Source: an optimization exercise on an open RTL-to-GDS flow (aim: small area, a short achievable clock period and few clock cycles per item). Production flows keep margins and buffers that such runs may drop.
The RTL was checked by simulation tests, not by an equivalence proof against the original design.

==> run G: inputs <==
// tensor_polynomial_basis_eval_top
module tensor_polynomial_basis_eval_top (
  input  logic                                clk_i,
  input  logic                                rst_ni,
  input  logic                                item_valid_i,
  output logic                                item_ready_o,
  input  logic [tpbe_pkg::CMD_W-1:0]          item_command_i,
  input  logic signed [tpbe_pkg::COORD_W-1:0] item_coord_a_i,
  input  logic signed [tpbe_pkg::COORD_W-1:0] item_coord_b_i,
  output logic                                result_valid_o,
  input  logic                                result_ready_i,
  output logic signed [tpbe_pkg::VALUE_W-1:0] result_value_o,
  output logic [tpbe_pkg::TERM_W-1:0]         result_term_index_o,
  output logic                                result_last_o,
  output logic                                result_bad_setting_o,
  input  logic                                cfg_we_i,
  input  logic [tpbe_pkg::CFG_IDX_W-1:0]      cfg_idx_i,
  input  logic [tpbe_pkg::CFG_DATA_W-1:0]     cfg_wdata_i
);
  localparam int unsigned MAC_ROWS = 2;   
  localparam logic [2:0] OP_B2 = 3'd0;   
  localparam logic [2:0] OP_D3 = 3'd1;   
  localparam logic [2:0] OP_T  = 3'd2;   
  localparam logic [2:0] OP_LO = 3'd3;   
  localparam logic [2:0] OP_HI = 3'd4;   
  ...
Settings: LEC_CHECK=0, ABC_AREA=1, CAP_MARGIN=20, CORE_MARGIN=2, CORE_UTILIZATION=60, SETUP_SLACK_MARGIN=5, SLEW_MARGIN=20, TNS_END_PERCENT=100; clock period 12.0 ns.
run.sh (not shown) runs the stock make flow with config.mk's settings and CLKGATE_MAP_FILE= SYNTH_SCRIPT=/design/flow/synth_recipe.tcl, a recipe that flattens the netlist after the stock synthesis.
==> run X: changes against run G <==
--- a/flow/design.v
+++ b/flow/design.v
@@ -57,23 +57,23 @@
       case (st)
         4'd0: op_at = {2'b10, OP_B2};
         4'd1: if (!dm) op_at = {2'b11, OP_B2};
         default: ;
       endcase
     end else if (!lag && p == 2'd3) begin
       case (st)
         4'd0: op_at = {2'b10, OP_T};
-        4'd1: op_at = dm ? {2'b11, OP_D3} : {2'b11, OP_T};
-        4'd2: op_at = {2'b10, OP_LO};
-        4'd3: op_at = dm ? {2'b10, OP_HI} : {2'b11, OP_LO};
-        4'd4: op_at = dm ? {2'b10, OP_B2} : {2'b10, OP_HI};
-        4'd5: if (!dm) op_at = {2'b11, OP_HI};
-        4'd6: if (!dm) op_at = {2'b10, OP_B2};
-        4'd7: if (!dm) op_at = {2'b11, OP_B2};
+        4'd1: op_at = dm ? {2'b10, OP_B2} : {2'b11, OP_T};
+        4'd2: op_at = dm ? {2'b11, OP_D3} : {2'b10, OP_B2};
+        4'd3: op_at = {2'b10, OP_LO};
+        4'd4: op_at = dm ? {2'b10, OP_HI} : {2'b11, OP_LO};
+        4'd5: if (!dm) op_at = {2'b11, OP_B2};
+        4'd6: if (!dm) op_at = {2'b10, OP_HI};
+        4'd7: if (!dm) op_at = {2'b11, OP_HI};
         default: ;
       endcase
     end else if (lag && p == 2'd2) begin
       case (st)
         4'd0: op_at = {2'b10, OP_L0};
         4'd1: op_at = {2'b10, OP_L1};
         4'd2: op_at = {2'b10, OP_L2};
         4'd3: if (!dm) op_at = {2'b11, OP_L0};
@@ -104,23 +104,25 @@
   logic lag, bad;
   assign lag = kind_q;
   assign bad = kind_q && (ord_q[1] == ord_q[0]);
   logic               fv_q;
   logic [1:0]         fcmd_q;
   logic signed [15:0] za_q, zb_q;
   logic [3:0]         fstep_q;
   logic [4:0]         fop_q;     
-  logic signed [15:0] fx0_q, fx1_q, fy0_q, fy1_q;
-  logic signed [17:0] fx2_q, fy2_q;
+  logic signed [15:0] fx0_q, fx1_q, fx2_q, fy0_q, fy1_q;
+  logic signed [17:0] fy2_q;
+  logic signed [17:0] tha_q, thb_q;     
+  logic signed [14:0] tloa_q, tlob_q;   
   logic signed [17:0] th_c;
   logic signed [14:0] tlo_c, tlo_s0;
-  assign th_c   = op_a ? fy2_q : fx2_q;
-  assign tlo_c  = op_a ? fy1_q[14:0] : fx1_q[14:0];
-  assign tlo_s0 = s0_opa_q ? fy1_q[14:0] : fx1_q[14:0];
+  assign th_c   = op_a ? tha_q : thb_q;
+  assign tlo_c  = op_a ? tloa_q : tlob_q;
+  assign tlo_s0 = s0_opa_q ? tloa_q : tlob_q;
   logic               bv_q;
   logic [1:0]         bcmd_q;
   logic [1:0]         bi_q, bj_q;
   logic               blast_q;   
   logic signed [15:0] bx0_q, bx1_q, bx2_q, by0_q;
   logic signed [16:0] by1_q;
   logic signed [17:0] by2_q;
   logic               s0_bv_q, s0_triv_q, s0_last_q;
@@ -238,68 +240,65 @@
   assign triv = bad || xconst || yc16k || (!lag && yn == 2'd0);
   assign tval = bad ? 18'sd0 : xconst ? yv : yc16k ? 18'(xv) : 18'sd0;
   assign b_mac = bv_q && !triv;
   logic op_prio, b_go;
   assign op_prio = lag || (bi_q == ord_q);
   assign op_go   = op_v && !dep_wait && (!b_mac || op_prio);
   assign b_go    = bv_q && !(b_mac && op_go);
   logic xfer;
-  assign xfer = fdone && (!bv_q || b_last);
+  assign xfer = fdone && (!bv_q || (b_last && b_go));
   logic       rdy_q, rdy_d, accept;
-  logic       xf_q;    
-  logic       ld;      
-  assign ld = !fv_q || xf_q;
   logic       fv_d, bv_d, blast_d, s0_opv_d, s1_opv_d, sv_d;
   logic [4:0] fop_acc, fop_nxt, fop_d;
   assign item_ready_o = rdy_q;
   assign accept       = item_valid_i && rdy_q;
   assign fop_acc      = op_at(lag, ord_q, item_command_i != 2'd0, 4'd0);
   assign fop_nxt      = op_at(lag, ord_q, fdm, fstep_q + 4'd1);
   always_comb begin
     fv_d = fv_q;
     if (accept)           fv_d = (item_command_i != 2'd3);
-    else if (xf_q)        fv_d = 1'b0;
+    else if (xfer && adv) fv_d = 1'b0;
     fop_d = fop_q;
-    if (ld)               fop_d = fop_acc;
+    if (rdy_q)            fop_d = fop_acc;
     else if (adv && op_go) fop_d = fop_nxt;
     bv_d     = bv_q;
     blast_d  = blast_q;
     s0_opv_d = s0_opv_q;
     s1_opv_d = s1_opv_q;
     if (adv) begin
-      if (xf_q)                bv_d = 1'b1;
+      if (xfer)                bv_d = 1'b1;
       else if (b_go && b_last) bv_d = 1'b0;
-      if (xf_q)                blast_d = (ord_q == 2'd0);
+      if (xfer)                blast_d = (ord_q == 2'd0);
       else if (b_go)           blast_d = (bj_q != ord_q) && (bi_q == ord_q) && (bj_q + 2'd1 == ord_q);
       s0_opv_d = op_go;
       s1_opv_d = s0_opv_q;
     end
     if (sv_q)                           sv_d = !result_ready_i;
     else if (!ov_q || result_ready_i)   sv_d = 1'b0;
     else                                sv_d = s1_bv_q;
     adm_d = ad_mode(fop_d, lag);
-    if (ld)                 oz_d = clamp(item_coord_b_i);
+    if (rdy_q)              oz_d = clamp(item_coord_b_i);
     else if (adv && op_go)  oz_d = (fop_nxt[4] && !fop_nxt[3]) ? zb_q : za_q;
     else                    oz_d = oz_q;
     rdy_d = !fv_d || (!fop_d[4] && !s0_opv_d && !s1_opv_d && (!bv_d || blast_d) && !sv_d);
   end
   function automatic logic signed [15:0] lag1_b0(input logic signed [15:0] z);
     lag1_b0 = 16'sd8192 - (z >>> 1);
   endfunction
   function automatic logic signed [15:0] lag1_b1(input logic signed [15:0] z);
     lag1_b1 = 16'sd8192 + (z >>> 1) + $signed({15'd0, z[0]});
   endfunction
   logic signed [15:0] nbx0, nbx1, nbx2, nby0;
   logic signed [16:0] nby1;
   logic signed [17:0] nby2;
   always_comb begin
     nbx0 = fx0_q;
     nbx1 = fx1_q;
-    nbx2 = fx2_q[15:0];
+    nbx2 = fx2_q;
     nby0 = fy0_q;
     nby1 = 17'(fy1_q);
     nby2 = fy2_q;
     if (!lag) begin
       nbx0 = zb_q;
       nby0 = za_q;
       if (fdm) nby1 = ad_sum[16:0];
     end else if (ord_q == 2'd1) begin
@@ -384,54 +383,35 @@
   assign cs4_0m = (cs3_0s & cs3_0c) | (cs3_0s & mac_c) | (cs3_0c & mac_c);
   assign cs4_0c = {cs4_0m[31:0], 1'b0};
   assign mac_row[0] = cs4_0s;
   assign mac_row[1] = cs4_0c;
   always_comb begin
     mac_r = '0;
     for (int r = 0; r < MAC_ROWS; r++) mac_r = mac_r + s1_row_q[r];
   end
-  logic signed [17:0] wb;
-  logic signed [15:0] wb_lo;
-  logic               wb_s0, wb_s1, wb_s2;
-  always_comb begin
-    case (s1_opt_q)
-      OP_L1:   wb = 18'($signed(mac_r[29:14]));
-      OP_HI:   wb = 18'($signed(mac_r[31:16]));
-      OP_D3:   wb = mac_r[32:15];
-      OP_T:    wb = mac_r[30:13];
-      OP_LO:   wb = 18'($signed(mac_r[27:13]));
-      default: wb = 18'($signed(mac_r[30:15]));    
-    endcase
-    wb_lo = (s1_opt_q == OP_T) ? {3'b000, mac_r[12:0]} : wb[15:0];
-    wb_s0 = (s1_opt_q == OP_L0);
-    wb_s1 = (s1_opt_q == OP_B2) || (s1_opt_q == OP_L1) || (s1_opt_q == OP_LO) || (s1_opt_q == OP_T);
-    wb_s2 = (s1_opt_q == OP_HI) || (s1_opt_q == OP_L2) || (s1_opt_q == OP_T) || (s1_opt_q == OP_D3);
-  end
   logic signed [17:0] beat_val;
   assign beat_val = s1_triv_q ? s1_tval_q : mac_r[31:14];
   always_ff @(posedge clk_i or negedge rst_ni) begin
     if (!rst_ni) begin
       fv_q     <= 1'b0;
       rdy_q    <= 1'b1;
-      xf_q     <= 1'b0;
       bv_q     <= 1'b0;
       s0_bv_q  <= 1'b0;
       s0_opv_q <= 1'b0;
       s1_bv_q  <= 1'b0;
       s1_opv_q <= 1'b0;
       ov_q     <= 1'b0;
       onew_q   <= 1'b1;
       sv_q     <= 1'b0;
     end else begin
       fv_q  <= fv_d;
       rdy_q <= rdy_d;
-      xf_q  <= fv_d && rdy_d;
       if (adv) begin
-        if (xf_q)             bv_q <= 1'b1;
+        if (xfer)             bv_q <= 1'b1;
         else if (b_go && b_last) bv_q <= 1'b0;
         s0_bv_q  <= b_go;
         s0_opv_q <= op_go;
         s1_bv_q  <= s0_bv_q;
         s1_opv_q <= s0_opv_q;
       end
       if (sv_q) begin
         if (result_ready_i) begin
@@ -443,30 +423,30 @@
         ov_q <= s1_bv_q;
         if (s1_bv_q) onew_q <= s1_last_q;
       end else begin
         sv_q <= s1_bv_q;
       end
     end
   end
   always_ff @(posedge clk_i) begin
-    if (ld) begin
+    if (rdy_q) begin
       fcmd_q  <= item_command_i;
       za_q    <= clamp(item_coord_a_i);
       zb_q    <= clamp(item_coord_b_i);
       fstep_q <= '0;
     end else if (adv && op_go) begin
       fstep_q <= fstep_q + 4'd1;
     end
     fop_q   <= fop_d;
     adm_q   <= adm_d;
     oz_q    <= oz_d;
     blast_q <= blast_d;
     if (adv) begin
-      if (xf_q) begin
+      if (xfer) begin
         bcmd_q <= fcmd_q;
         bi_q   <= '0;
         bj_q   <= '0;
         bx0_q  <= nbx0;
         bx1_q  <= nbx1;
         bx2_q  <= nbx2;
         by0_q  <= nby0;
         by1_q  <= nby1;
@@ -499,25 +479,34 @@
       end
       s1_triv_q <= s0_triv_q;
       s1_tval_q <= s0_tval_q;
       s1_last_q <= s0_last_q;
       s1_opa_q  <= s0_opa_q;
       s1_opt_q  <= s0_opt_q;
       s1_row_q  <= mac_row;
       if (s1_opv_q) begin
-        if (wb_s0) begin
-          if (s1_opa_q) fy0_q <= wb[15:0]; else fx0_q <= wb[15:0];
-        end
-        if (wb_s1) begin
-          if (s1_opa_q) fy1_q <= wb_lo; else fx1_q <= wb_lo;
-        end
-        if (wb_s2) begin
-          if (s1_opa_q) fy2_q <= wb; else fx2_q <= wb;
-        end
+        case (s1_opt_q)
+          OP_B2: if (s1_opa_q) fy1_q <= mac_r[30:15]; else fx1_q <= mac_r[30:15];
+          OP_D3: fy2_q <= mac_r[32:15];
+          OP_T: begin
+            if (s1_opa_q) begin
+              tha_q  <= mac_r[30:13];
+              tloa_q <= {2'b00, mac_r[12:0]};
+            end else begin
+              thb_q  <= mac_r[30:13];
+              tlob_q <= {2'b00, mac_r[12:0]};
+            end
+          end
+          OP_LO: if (s1_opa_q) tloa_q <= mac_r[27:13]; else tlob_q <= mac_r[27:13];
+          OP_HI: if (s1_opa_q) fy2_q <= 18'($signed(mac_r[31:16])); else fx2_q <= mac_r[31:16];
+          OP_L0: if (s1_opa_q) fy0_q <= mac_r[30:15]; else fx0_q <= mac_r[30:15];
+          OP_L1: if (s1_opa_q) fy1_q <= mac_r[29:14]; else fx1_q <= mac_r[29:14];
+          default: if (s1_opa_q) fy2_q <= 18'($signed(mac_r[30:15])); else fx2_q <= mac_r[30:15];
+        endcase
       end
     end
     if (sv_q) begin
       if (result_ready_i) begin
         oval_q  <= sval_q;
         ok_q    <= onew_q ? 4'd0 : ok_q + 4'd1;
         olast_q <= slast_q;
       end
- ABC_AREA: 1 -> not set
- CORE_UTILIZATION: 60 -> 55
==> qor summary <==
|  | run G | run X |
|---|---|---|
| Run status | complete, no violations | complete, no violations |
| Number of clock-tree buffers in the layout | 71 | 79 |
| Vertical die dimension | 247 microns | 263 microns |
| Tapcells inserted | 773 | 873 |
| GP Congestion | 1.12 | 0.938 |
| Worst endpoint required time | 12.32 ns | 12.25 ns |
| Bufs w/o clock | 95 | 107 |
| Worst hold start | s0_tval_q[4]$_SDFFCE_PP0N_ | fx2_q[9]$_DFFE_PP_ |
| Register share of the cell area | 0.408 | 0.434 |
| Global routing usage on met2 | 0.605 | 0.531 |
| Pin slew with the least headroom to its limit | 1.08 ns | 1.12 ns |
| Wire per inst | 25.6 microns | 26.4 microns |
| Total wire length | 120 mm | 111 mm |
Testbench counts of run G, summed over its fixed seeds: cycles 20,767, beats 18,820.
Testbench counts of run X, summed over its fixed seeds: cycles 20,563, beats 18,820.

-- re-timing with driven ports --
The results above use ideal ports. As a check the final layouts listed here were re-extracted and re-timed, cells and wires unchanged.
Step 1 sets driving cells, clkbuf_16 on the clock port and buf_2 on the other inputs (assumed; they add their load-dependent delay and slew).
Step 2 adds t to the input delays and takes it off the output delays; t is the mean of the earliest and latest rising clock arrival at the registers after step 1. Input paths then give back, and output paths get back, about the clock's delay inside the block.
a / b / c = ideal ports / drivers / drivers and shift; a / b = the first two.
run	t, ns	setup slack, ns	clock arrival spread, ns
run G	0.704	7.183 / 7.183 / 7.183	0.047 / 0.047
run X	0.677	7.219 / 7.219 / 7.219	0.024 / 0.024
After both steps setup and hold are still met in every run listed.
